Context: an optimization exercise on an open-source flow, tuned for a short achievable clock period and few clock cycles per item. The choices shown serve that exercise and are no tape-out recipe. Only simulation tests tie the RTL to the original design; equivalence was not proved. Power is estimated from default activity; no workload was simulated.

[flow/config.mk]
export PLATFORM = sky130hd
export DESIGN_NAME = isit_top
export DESIGN_NICKNAME = isit_top
export VERILOG_FILES = /design/flow/design.v
export SDC_FILE = /design/flow/constraint.sdc
export NUM_CORES = 4
export LEC_CHECK = 0
export CAP_MARGIN = 20
export CORE_MARGIN = 2
export CORE_UTILIZATION = 40
export SLEW_MARGIN = 20
[flow/design.v]
package isit_pkg;
  localparam int SLOT_COUNT_DEF = 30;
  localparam logic [7:0] MARK_DELETED   = 8'hFF;
  localparam logic [7:0] MARK_UNDEFINED = 8'hFE;
  typedef enum logic [3:0] {
    MODE_SET        = 4'd0,
    MODE_READ_ORDER = 4'd1,
    MODE_FIND       = 4'd2,
    MODE_NEXT       = 4'd3,
    MODE_SHIFT      = 4'd4,
    MODE_CLOSE      = 4'd5,
    MODE_REBUILD    = 4'd6,
    MODE_FREE       = 4'd7,
    MODE_CLEAR      = 4'd8
  } mode_t;
  typedef struct packed {
    logic [3:0] mode;
    logic [7:0] slot_address;
    logic [7:0] slot_value;
    logic [7:0] query_index;
  } in_req_t;
  typedef struct packed {
    logic [7:0] answer;
    logic       bad_address;
    logic       table_changed;
    logic [7:0] visible_total;
    logic [7:0] sum_out;
    logic [7:0] xor_out;
  } out_res_t;
  typedef enum logic [3:0] {
    ST_IDLE,
    ST_SET_RD,
    ST_SET_WR,
    ST_MAP_RD,
    ST_SCAN_RD,
    ST_SCAN_EV,
    ST_GAP_WR,
    ST_REB_CLR,
    ST_REB_RD,
    ST_REB_EV,
    ST_FILL_CHK,
    ST_FILL_EV,
    ST_DONE
  } state_t;
  typedef enum logic [1:0] {
    RSEL_REQ,
    RSEL_SCAN,
    RSEL_FREE
  } rd_sel_t;
  typedef struct packed {
    logic    load;
    logic    slot_rd;
    rd_sel_t rd_sel;
    logic    set_wr;
    logic    scan_ev;
    logic    gap_wr;
    logic    reb_clr;
    logic    reb_ev;
    logic    fill_skip;
    logic    fill_ev;
    logic    map_rd;
    logic    finish;
  } cmd_t;
  typedef struct packed {
    logic       bad;
    logic       scan_last;
    logic       outer_last;
    logic       fill_done;
    logic       map_j_vld;
    logic [3:0] mode;
  } sts_t;
endpackage
module isit_ctrl (
  input  logic       clk,
  input  logic       rst_n,
  input  logic       start,
  input  logic [3:0] in_mode,
  input  isit_pkg::sts_t       sts,
  output isit_pkg::cmd_t       cmd,
  output logic       busy
);
  isit_pkg::state_t state_r, state_nxt;
  always_ff @(posedge clk) begin
    if (!rst_n) begin
      state_r <= isit_pkg::ST_IDLE;
    end else begin
      state_r <= state_nxt;
    end
  end
  always_comb begin
    state_nxt = state_r;
    case (state_r)
      isit_pkg::ST_IDLE: begin
        if (start) begin
          case (in_mode)
            isit_pkg::MODE_SET:        state_nxt = isit_pkg::ST_SET_RD;
            isit_pkg::MODE_READ_ORDER: state_nxt = isit_pkg::ST_MAP_RD;
            isit_pkg::MODE_FIND,
            isit_pkg::MODE_NEXT,
            isit_pkg::MODE_SHIFT,
            isit_pkg::MODE_CLOSE,
            isit_pkg::MODE_FREE,
            isit_pkg::MODE_CLEAR:      state_nxt = isit_pkg::ST_SCAN_RD;
            isit_pkg::MODE_REBUILD:    state_nxt = isit_pkg::ST_REB_CLR;
            default:         state_nxt = isit_pkg::ST_DONE;
          endcase
        end
      end
      isit_pkg::ST_SET_RD: state_nxt = sts.bad ? isit_pkg::ST_DONE : isit_pkg::ST_SET_WR;
      isit_pkg::ST_SET_WR: state_nxt = isit_pkg::ST_DONE;
      isit_pkg::ST_MAP_RD: state_nxt = isit_pkg::ST_DONE;
      isit_pkg::ST_SCAN_RD: state_nxt = isit_pkg::ST_SCAN_EV;
      isit_pkg::ST_SCAN_EV: begin
        if (!sts.scan_last) begin
          state_nxt = isit_pkg::ST_SCAN_RD;
        end else if (sts.mode == isit_pkg::MODE_CLOSE) begin
          state_nxt = isit_pkg::ST_GAP_WR;
        end else if (sts.mode == isit_pkg::MODE_CLEAR) begin
          state_nxt = isit_pkg::ST_REB_CLR;
        end else begin
          state_nxt = isit_pkg::ST_DONE;
        end
      end
      isit_pkg::ST_GAP_WR: state_nxt = sts.outer_last ? isit_pkg::ST_DONE : isit_pkg::ST_SCAN_RD;
      isit_pkg::ST_REB_CLR: state_nxt = isit_pkg::ST_REB_RD;
      isit_pkg::ST_REB_RD: state_nxt = isit_pkg::ST_REB_EV;
      isit_pkg::ST_REB_EV: state_nxt = sts.scan_last ? isit_pkg::ST_FILL_CHK : isit_pkg::ST_REB_RD;
      isit_pkg::ST_FILL_CHK: begin
        if (sts.fill_done) begin
          state_nxt = isit_pkg::ST_DONE;
        end else if (!sts.map_j_vld) begin
          state_nxt = isit_pkg::ST_FILL_EV;
        end
      end
      isit_pkg::ST_FILL_EV: state_nxt = isit_pkg::ST_FILL_CHK;
      isit_pkg::ST_DONE: state_nxt = isit_pkg::ST_IDLE;
      default: state_nxt = isit_pkg::ST_IDLE;
    endcase
  end
  always_comb begin
    cmd        = '0;
    cmd.rd_sel = isit_pkg::RSEL_REQ;
    case (state_r)
      isit_pkg::ST_IDLE:    cmd.load = start;
      isit_pkg::ST_SET_RD:  cmd.slot_rd = !sts.bad;
      isit_pkg::ST_SET_WR:  cmd.set_wr = 1'b1;
      isit_pkg::ST_MAP_RD:  cmd.map_rd = 1'b1;
      isit_pkg::ST_SCAN_RD: begin
        cmd.slot_rd = 1'b1;
        cmd.rd_sel  = isit_pkg::RSEL_SCAN;
      end
      isit_pkg::ST_SCAN_EV: cmd.scan_ev = 1'b1;
      isit_pkg::ST_GAP_WR:  cmd.gap_wr = 1'b1;
      isit_pkg::ST_REB_CLR: cmd.reb_clr = 1'b1;
      isit_pkg::ST_REB_RD: begin
        cmd.slot_rd = 1'b1;
        cmd.rd_sel  = isit_pkg::RSEL_SCAN;
      end
      isit_pkg::ST_REB_EV:  cmd.reb_ev = 1'b1;
      isit_pkg::ST_FILL_CHK: begin
        if (!sts.fill_done) begin
          if (sts.map_j_vld) begin
            cmd.fill_skip = 1'b1;
          end else begin
            cmd.slot_rd = 1'b1;
            cmd.rd_sel  = isit_pkg::RSEL_FREE;
          end
        end
      end
      isit_pkg::ST_FILL_EV: cmd.fill_ev = 1'b1;
      isit_pkg::ST_DONE:    cmd.finish = 1'b1;
      default:    cmd.finish = 1'b0;
    endcase
  end
  assign busy = (state_r != isit_pkg::ST_IDLE);
endmodule
module isit_dp #(
  parameter int SLOT_COUNT = isit_pkg::SLOT_COUNT_DEF
) (
  input  logic     clk,
  input  logic     rst_n,
  input  isit_pkg::in_req_t  in_req,
  input  isit_pkg::cmd_t     cmd,
  output isit_pkg::sts_t     sts,
  output logic     out_valid,
  output isit_pkg::out_res_t out_res
);
  localparam int AW = (SLOT_COUNT > 1) ? $clog2(SLOT_COUNT) : 1;
  localparam int CW = $clog2(SLOT_COUNT + 1);
  localparam logic [7:0]    N8       = 8'(SLOT_COUNT);
  localparam logic [AW-1:0] LAST_A   = AW'(SLOT_COUNT - 1);
  localparam logic [CW-1:0] NC       = CW'(SLOT_COUNT);
  localparam logic [7:0]    SUM_INIT = 8'((SLOT_COUNT * 255) % 256);
  localparam logic [7:0]    XOR_INIT = (SLOT_COUNT % 2 == 1) ? 8'hFF : 8'h00;
  logic [7:0]            slot_mem [SLOT_COUNT];
  logic [7:0]            map_mem  [SLOT_COUNT];
  logic [SLOT_COUNT-1:0] slot_vld_r;
  logic [SLOT_COUNT-1:0] map_vld_r;
  isit_pkg::in_req_t       req_r;
  logic [AW-1:0] scan_r, outer_r;
  logic [CW-1:0] fill_j_r, fill_k_r, vis_r;
  logic          match_r, best_r, changed_r, bad_r;
  logic [AW-1:0] match_addr_r, best_addr_r;
  logic [7:0]    best_val_r, sum_r, xor_r;
  logic [7:0]    slot_q_r, map_q_r;
  logic          slot_qv_r, map_qv_r;
  isit_pkg::out_res_t      out_r;
  logic          out_valid_r;
  logic [AW-1:0] rd_addr;
  logic [7:0]    slot_val;
  logic [7:0]    key, lo;
  logic          wr_req;
  logic [AW-1:0] wr_addr;
  logic [7:0]    wr_old, wr_new;
  logic          wr_do;
  logic          map_wr;
  logic [AW-1:0] map_wr_addr;
  logic [7:0]    map_wr_val;
  logic [7:0]    answer;
  logic          q_in_range;
  assign slot_val   = slot_qv_r ? slot_q_r : isit_pkg::MARK_DELETED;
  assign q_in_range = (req_r.query_index < N8);
  always_comb begin
    case (cmd.rd_sel)
      isit_pkg::RSEL_REQ:  rd_addr = req_r.slot_address[AW-1:0];
      isit_pkg::RSEL_SCAN: rd_addr = scan_r;
      isit_pkg::RSEL_FREE: rd_addr = fill_k_r[AW-1:0];
      default:   rd_addr = scan_r;
    endcase
  end
  always_comb begin
    key = req_r.query_index;
    lo  = req_r.query_index;
    if (req_r.mode == isit_pkg::MODE_FREE) begin
      key = isit_pkg::MARK_DELETED;
    end
    if (req_r.mode == isit_pkg::MODE_CLOSE) begin
      key = 8'(outer_r);
      lo  = 8'(outer_r);
    end
  end
  always_comb begin
    wr_req  = 1'b0;
    wr_addr = scan_r;
    wr_old  = slot_val;
    wr_new  = slot_val;
    if (cmd.set_wr) begin
      wr_req  = 1'b1;
      wr_addr = req_r.slot_address[AW-1:0];
      wr_new  = req_r.slot_value;
    end else if (cmd.scan_ev && req_r.mode == isit_pkg::MODE_SHIFT) begin
      wr_req = (slot_val > req_r.query_index) && (slot_val < N8);
      wr_new = slot_val - 8'd1;
    end else if (cmd.scan_ev && req_r.mode == isit_pkg::MODE_CLEAR) begin
      wr_req = 1'b1;
      wr_new = isit_pkg::MARK_DELETED;
    end else if (cmd.gap_wr) begin
      wr_req  = !match_r && best_r;
      wr_addr = best_addr_r;
      wr_old  = best_val_r;
      wr_new  = 8'(outer_r);
    end
  end
  assign wr_do = wr_req && (wr_old != wr_new);
  always_comb begin
    map_wr      = 1'b0;
    map_wr_addr = slot_val[AW-1:0];
    map_wr_val  = 8'(scan_r);
    if (cmd.reb_ev && slot_val < N8) begin
      map_wr = 1'b1;
    end else if (cmd.fill_ev && slot_val == isit_pkg::MARK_DELETED) begin
      map_wr      = 1'b1;
      map_wr_addr = fill_j_r[AW-1:0];
      map_wr_val  = 8'(fill_k_r);
    end
  end
  always_ff @(posedge clk) begin
    if (wr_do) begin
      slot_mem[wr_addr] <= wr_new;
    end
    if (cmd.slot_rd) begin
      slot_q_r  <= slot_mem[rd_addr];
      slot_qv_r <= slot_vld_r[rd_addr];
    end
    if (map_wr) begin
      map_mem[map_wr_addr] <= map_wr_val;
    end
    if (cmd.map_rd && q_in_range) begin
      map_q_r  <= map_mem[req_r.query_index[AW-1:0]];
      map_qv_r <= map_vld_r[req_r.query_index[AW-1:0]];
    end
  end
  always_ff @(posedge clk) begin
    if (!rst_n) begin
      slot_vld_r <= '0;
      map_vld_r  <= '0;
      sum_r      <= SUM_INIT;
      xor_r      <= XOR_INIT;
      vis_r      <= '0;
    end else begin
      if (wr_do) begin
        slot_vld_r[wr_addr] <= 1'b1;
        sum_r <= sum_r + wr_new - wr_old;
        xor_r <= xor_r ^ wr_new ^ wr_old;
      end
      if (cmd.reb_clr) begin
        map_vld_r <= '0;
        vis_r     <= '0;
      end else if (map_wr) begin
        map_vld_r[map_wr_addr] <= 1'b1;
        if (cmd.reb_ev) begin
          vis_r <= vis_r + CW'(1);
        end
      end
    end
  end
  always_ff @(posedge clk) begin
    if (cmd.load) begin
      req_r     <= in_req;
      bad_r     <= (in_req.mode == isit_pkg::MODE_SET) && (in_req.slot_address >= N8);
      changed_r <= 1'b0;
      outer_r   <= '0;
    end else if (wr_do) begin
      changed_r <= 1'b1;
    end
    if (cmd.load || cmd.gap_wr || cmd.reb_clr) begin
      scan_r  <= '0;
      match_r <= 1'b0;
      best_r  <= 1'b0;
    end else if (cmd.scan_ev || cmd.reb_ev) begin
      scan_r <= scan_r + AW'(1);
      if (!match_r && slot_val == key) begin
        match_r      <= 1'b1;
        match_addr_r <= scan_r;
      end
      if (slot_val >= lo && slot_val < N8 && (!best_r || slot_val < best_val_r)) begin
        best_r      <= 1'b1;
        best_val_r  <= slot_val;
        best_addr_r <= scan_r;
      end
    end
    if (cmd.gap_wr) begin
      outer_r <= outer_r + AW'(1);
    end
    if (cmd.reb_clr) begin
      fill_j_r <= '0;
      fill_k_r <= '0;
    end else if (cmd.fill_skip) begin
      fill_j_r <= fill_j_r + CW'(1);
    end else if (cmd.fill_ev) begin
      fill_k_r <= fill_k_r + CW'(1);
      if (slot_val == isit_pkg::MARK_DELETED) begin
        fill_j_r <= fill_j_r + CW'(1);
      end
    end
  end
  always_comb begin
    case (req_r.mode)
      isit_pkg::MODE_READ_ORDER: begin
        if (!q_in_range) begin
          answer = N8;
        end else begin
          answer = map_qv_r ? map_q_r : isit_pkg::MARK_UNDEFINED;
        end
      end
      isit_pkg::MODE_FIND,
      isit_pkg::MODE_FREE: answer = match_r ? 8'(match_addr_r) : N8;
      isit_pkg::MODE_NEXT: answer = best_r ? 8'(best_addr_r) : N8;
      default:   answer = 8'd0;
    endcase
  end
  always_ff @(posedge clk) begin
    if (!rst_n) begin
      out_valid_r <= 1'b0;
    end else begin
      out_valid_r <= cmd.finish;
    end
    if (cmd.finish) begin
      out_r.answer        <= answer;
      out_r.bad_address   <= bad_r;
      out_r.table_changed <= changed_r;
      out_r.visible_total <= 8'(vis_r);
      out_r.sum_out       <= sum_r;
      out_r.xor_out       <= xor_r;
    end
  end
  assign out_valid = out_valid_r;
  assign out_res   = out_r;
  assign sts.bad        = bad_r;
  assign sts.scan_last  = (scan_r == LAST_A);
  assign sts.outer_last = (outer_r == LAST_A);
  assign sts.fill_done  = (fill_j_r == NC) || (fill_k_r == NC);
  assign sts.map_j_vld  = map_vld_r[fill_j_r[AW-1:0]];
  assign sts.mode       = req_r.mode;
endmodule
module image_slot_index_table_unit #(
  parameter int SLOT_COUNT = isit_pkg::SLOT_COUNT_DEF
) (
  input  logic     clk,
  input  logic     rst_n,
  input  logic     start,
  output logic     busy,
  input  isit_pkg::in_req_t  in_req,
  output logic     out_valid,
  output isit_pkg::out_res_t out_res
);
  isit_pkg::cmd_t cmd;
  isit_pkg::sts_t sts;
  isit_ctrl u_ctrl (
    .clk     (clk),
    .rst_n   (rst_n),
    .start   (start),
    .in_mode (in_req.mode),
    .sts     (sts),
    .cmd     (cmd),
    .busy    (busy)
  );
  isit_dp #(
    .SLOT_COUNT (SLOT_COUNT)
  ) u_dp (
    .clk       (clk),
    .rst_n     (rst_n),
    .in_req    (in_req),
    .cmd       (cmd),
    .sts       (sts),
    .out_valid (out_valid),
    .out_res   (out_res)
  );
endmodule
module isit_top (
  input  logic       clk,
  input  logic       rst_n,
  input  logic       start,
  output logic       busy,
  input  logic [3:0] in_mode,
  input  logic [7:0] in_slot_address,
  input  logic [7:0] in_slot_value,
  input  logic [7:0] in_query_index,
  output logic       out_valid,
  output logic [7:0] out_answer,
  output logic       out_bad_address,
  output logic       out_table_changed,
  output logic [7:0] out_visible_total,
  output logic [7:0] out_sum,
  output logic [7:0] out_xor
);
  logic [27:0] req;
  logic [33:0] res;
  assign req = {in_mode, in_slot_address, in_slot_value, in_query_index};
  image_slot_index_table_unit u_unit (
    .clk       (clk),
    .rst_n     (rst_n),
    .start     (start),
    .busy      (busy),
    .in_req    (req),
    .out_valid (out_valid),
    .out_res   (res)
  );
  assign {out_answer, out_bad_address, out_table_changed,
          out_visible_total, out_sum, out_xor} = res;
endmodule
[flow/run.sh]
#!/bin/bash
# synth_recipe.tcl (not shown) runs the flow's synth.tcl, then flattens the netlist and writes it again
# the make line also repeats each setting of config.mk as NAME=value (left out here)
make -C /OpenROAD-flow-scripts/flow DESIGN_CONFIG=/design/flow/config.mk WORK_HOME=/design/flow/orfs CLKGATE_MAP_FILE= SYNTH_SCRIPT=/design/flow/synth_recipe.tcl finish
[flow/constraint.sdc]
create_clock -name core_clock -period 6.5 [get_ports {clk}]
set_input_delay 1.3000 -clock core_clock [delete_from_list [all_inputs] [get_ports {clk}]]
set_output_delay 1.3000 -clock core_clock [all_outputs]
set_load 0.01 [all_outputs]
==> impl_metrics.toml <==
[cells_and_area]
layout.area.seq_um2 = 16590
area_growth_pct = 14.10
final_cell_mix = "edfxtp_1, nand2_1, nor2_1"
drive_above_1_share = 0.1140
layout.nets = 2134
num-fill-cells = 5823
final_common_cell = "edfxtp_1"
finalNonFillerCells = 2970
multi_input_area_um2 = 8990
n_antenna_cell = 0

[floorplanning]
core_um2 = 65390
die_y_um = 260.5
placementRows = 94
dieArea_um2 = 67860
die_width_um = 260.5
initial_core_util = 0.4025
pin_count = 67

[clock_network]
h-tree-depth = 3
cts_made_buffers = 67
root_buffer = "clkbuf_16"
cts_tree = "done"
cts_sinks = 587
clockBufferDepth = 3
clkTransAtPathRegs_ps = 50
cts.hold.buffers_added = 0
post_cts_buffers = 0
clkLatencyLatePin_ps = 630
ctsResizeCount = 0

[setup_path]
regToRegSetupSlack_ps = 1540
reg2reg_depth = 12
r2r-start = "u_unit.u_ctrl.state_r[1]"
cp-startpoint = "u_unit.u_ctrl.state_r[1]"
start_kind = "register"
arrival_ps = 5190
worst-setup-path-type = "register to register"
critPathMaxFanout = 32
timing.rr.end = "u_unit.u_dp.slot_mem[11][6]"
critPathRequiredTime_ps = 6720
cp-end-kind = "register"

[worst_hold_path]
whs_endpoint = "u_unit.u_dp.out_r[4]"
hp-class = "register to register"
holdPathStages = 0
hold_start = "u_unit.u_dp.xor_r[4]"

[synthesis]
netlist.area_leader.share = 0.5511
ys_async_sr_fraction = 0
synth_edf_count = 483
synth_area_um2 = 26320
syn_inst = 1985
synthTopCellsByArea = "edfxtp_1, dfxtp_1, mux4_2, mux2i_1, nand2_1"
yosysSeqAreaShare = 0.6302
synth.largest_area_cell = "edfxtp_1"
ys.flop_type = "edfxtp_1"
avgSynthCellArea_um2 = 13.26
synth_cell_types = 88
synth_seq_cells = 587
yosys_warnings = 2

[power]
p_total_mw = 14.33
power_density_nw_per_um2 = 477.2
p_leak_nw = 10.23
vdd_drop_max_mv = 0.3911

[route]
antenna_left = 0
drcViolationCount = 0
dr.first_iter.drc_count = 1608
wl_per_cell_um = 23.64
viasPerCell = 5.725
routed_wl_um = 70210
first_pass_iters = 5
route.vias.total = 17000

[placed_design]
port_buffers = 63
place_ws_ps = 1592
globalplace.congestion = 0.9066
hpwl_um = 47980
dp.cells = 2847

[global_routing]
grt_max_degree = 53
grt_use_total = 0.2070
grt_first_pass_wirelength_um = 105700
gr-total-overflow = 0
grt_pass1_vias = 16750
antenna_found_initial = 1

[timing]
timing.fmax_mhz = 201.6
finalClockSkew_ps = 31.82
hold_viol = 0
tns_ps = 0
tightest_slew_ps = 1014
max_slew_margin = 0.3237
fin_ws_ps = 1539
rsz0062_at_grt = "false"
setup_viol = 0
slew_violations = 0
fin_crit_ps = 4961
finalCritPeriodShare = 0.7633

[run]
max_cap_violations = 0

[status]
status = "complete, no violations"
## worst max-delay path by stage
stage,end,slack [ps],cells after the start
after global routing,u_unit.u_dp.sum_r[7],1210,18
after floorplan,u_unit.u_dp.sum_r[7],1290,18
after global placement,u_unit.u_dp.slot_mem[11][5],1570,12
after detailed placement,u_unit.u_dp.sum_r[7],1590,18
after CTS,u_unit.u_dp.sum_r[7],1560,18
final,u_unit.u_dp.slot_mem[11][6],1540,12
## critical path: stages (launching register included)
cell,delay [ps]
dfxtp_1,720
nor4b_4,690
a31oi_1,80
buf_4,230
a221oi_4,260
buf_4,420
xnor2_1,210
nand2_1,110
nor4_1,60
nand4_1,110
and3_1,360
nand3_1,480
nor2_1,820
## area by class of cell
class / instances / area share
clock buffer: 89 / 0.05925
sequential: 587 / 0.5523
tap: 864 / 0.03600
clock inverter: 33 / 0.01258
inverter: 70 / 0.008750
timing repair buffer: 102 / 0.03171
multi-input combinational: 1225 / 0.2994
## kinds of logic (layout without fill, tap and decap cells)
kind of cell,after synthesis,in the layout,share of synthesized area
simple gates,573,573,0.1025
buf+inv,175,294,0.03242
xor+xnor,57,57,0.01897
compound gates,371,371,0.09770
flops,587,587,0.6302
mux,171,171,0.09228
fa+ha+maj,50,50,0.02577
other cells,1,3,0.0001425
## per-layer routing
metal,global-route usage,routed length [µm],part of all wire
met4,0.06000,1718,0.024
met3,0.03477,4514,0.064
met2,0.3345,33270,0.47
met1,0.2880,30710,0.44
met5,0,8,0.00011
## synthesized netlist by cell type, drive strengths merged (10+ instances only)
cell	number
buf	53
a211oi	46
mux2	23
nand4	15
nor2b	10
a22o	20
xor2	23
a21boi	12
a21oi	72
clkbuf	52
o21a	14
mux4	55
a221oi	16
a311oi	20
ha	43
o21ai	68
inv	68
and3	26
mux2i	93
a31oi	20
edfxtp	483
nand3	55
dfxtp	104
nor3	29
a21o	11
nor4	12
nand2	182
nand2b	16
xnor2	34
nor2	179
## metrics by stage
step	utilization	cell area (µm²)	hold WS, ps
final	0.4592	30030	440.8
after global routing	0.4592	30030	459.0
after CTS	0.4589	30010	440.7
after detailed placement	0.4259	27850	442.2
after global placement	0.4259	27850	441.2
after floorplan	-	26330	409.0
## sequential cells by signal (all words and copies together) (netlist names), 5 cells and up
name,flops
u_unit.u_dp.slot_mem,240
u_unit.u_dp.req_r,25
u_unit.u_dp.map_vld_r,30
u_unit.u_dp.fill_j_r,5
u_unit.u_dp.match_addr_r,5
u_unit.u_dp.map_q_r,5
u_unit.u_dp.xor_r,8
u_unit.u_dp.outer_r,5
u_unit.u_dp.best_val_r,8
u_unit.u_dp.sum_r,8
u_unit.u_dp.map_mem,150
u_unit.u_dp.slot_q_r,8
u_unit.u_dp.fill_k_r,5
u_unit.u_dp.vis_r,5
u_unit.u_dp.out_r,29
u_unit.u_dp.slot_vld_r,30
u_unit.u_dp.best_addr_r,5
u_unit.u_dp.scan_r,5
## power by group
part           switching (mW)  internal [mW]
clock network            1.59           2.09
logic                    3.76           1.98
registers               0.298           4.61
total                    5.64           8.69
Testbench counts, summed over its fixed seeds: cycles 426,490, items 4,000.

what the ideal ports hide:
Ports are ideal in the flow. The routed layout listed here was re-timed in OpenROAD. Step 1 sets driving cells, clkbuf_16 on the clock port and buf_2 on the other inputs (assumed; they add their load-dependent delay and slew). Step 2 also shifts input and output timing later by t, the mid clock arrival at the registers, as if the neighbouring blocks saw the same clock. Three values: ideal, step 1, step 2; two values: the first two.
shift t [ns]: 0.673
setup slack, ns: 1.539 / 1.539 / 1.539
pins driven straight from the clock port: 1
After both steps this run still meets setup and hold. For this run, drivers alone change the setup slack by 0.000 ns; drivers and shift together by 0.000 ns.
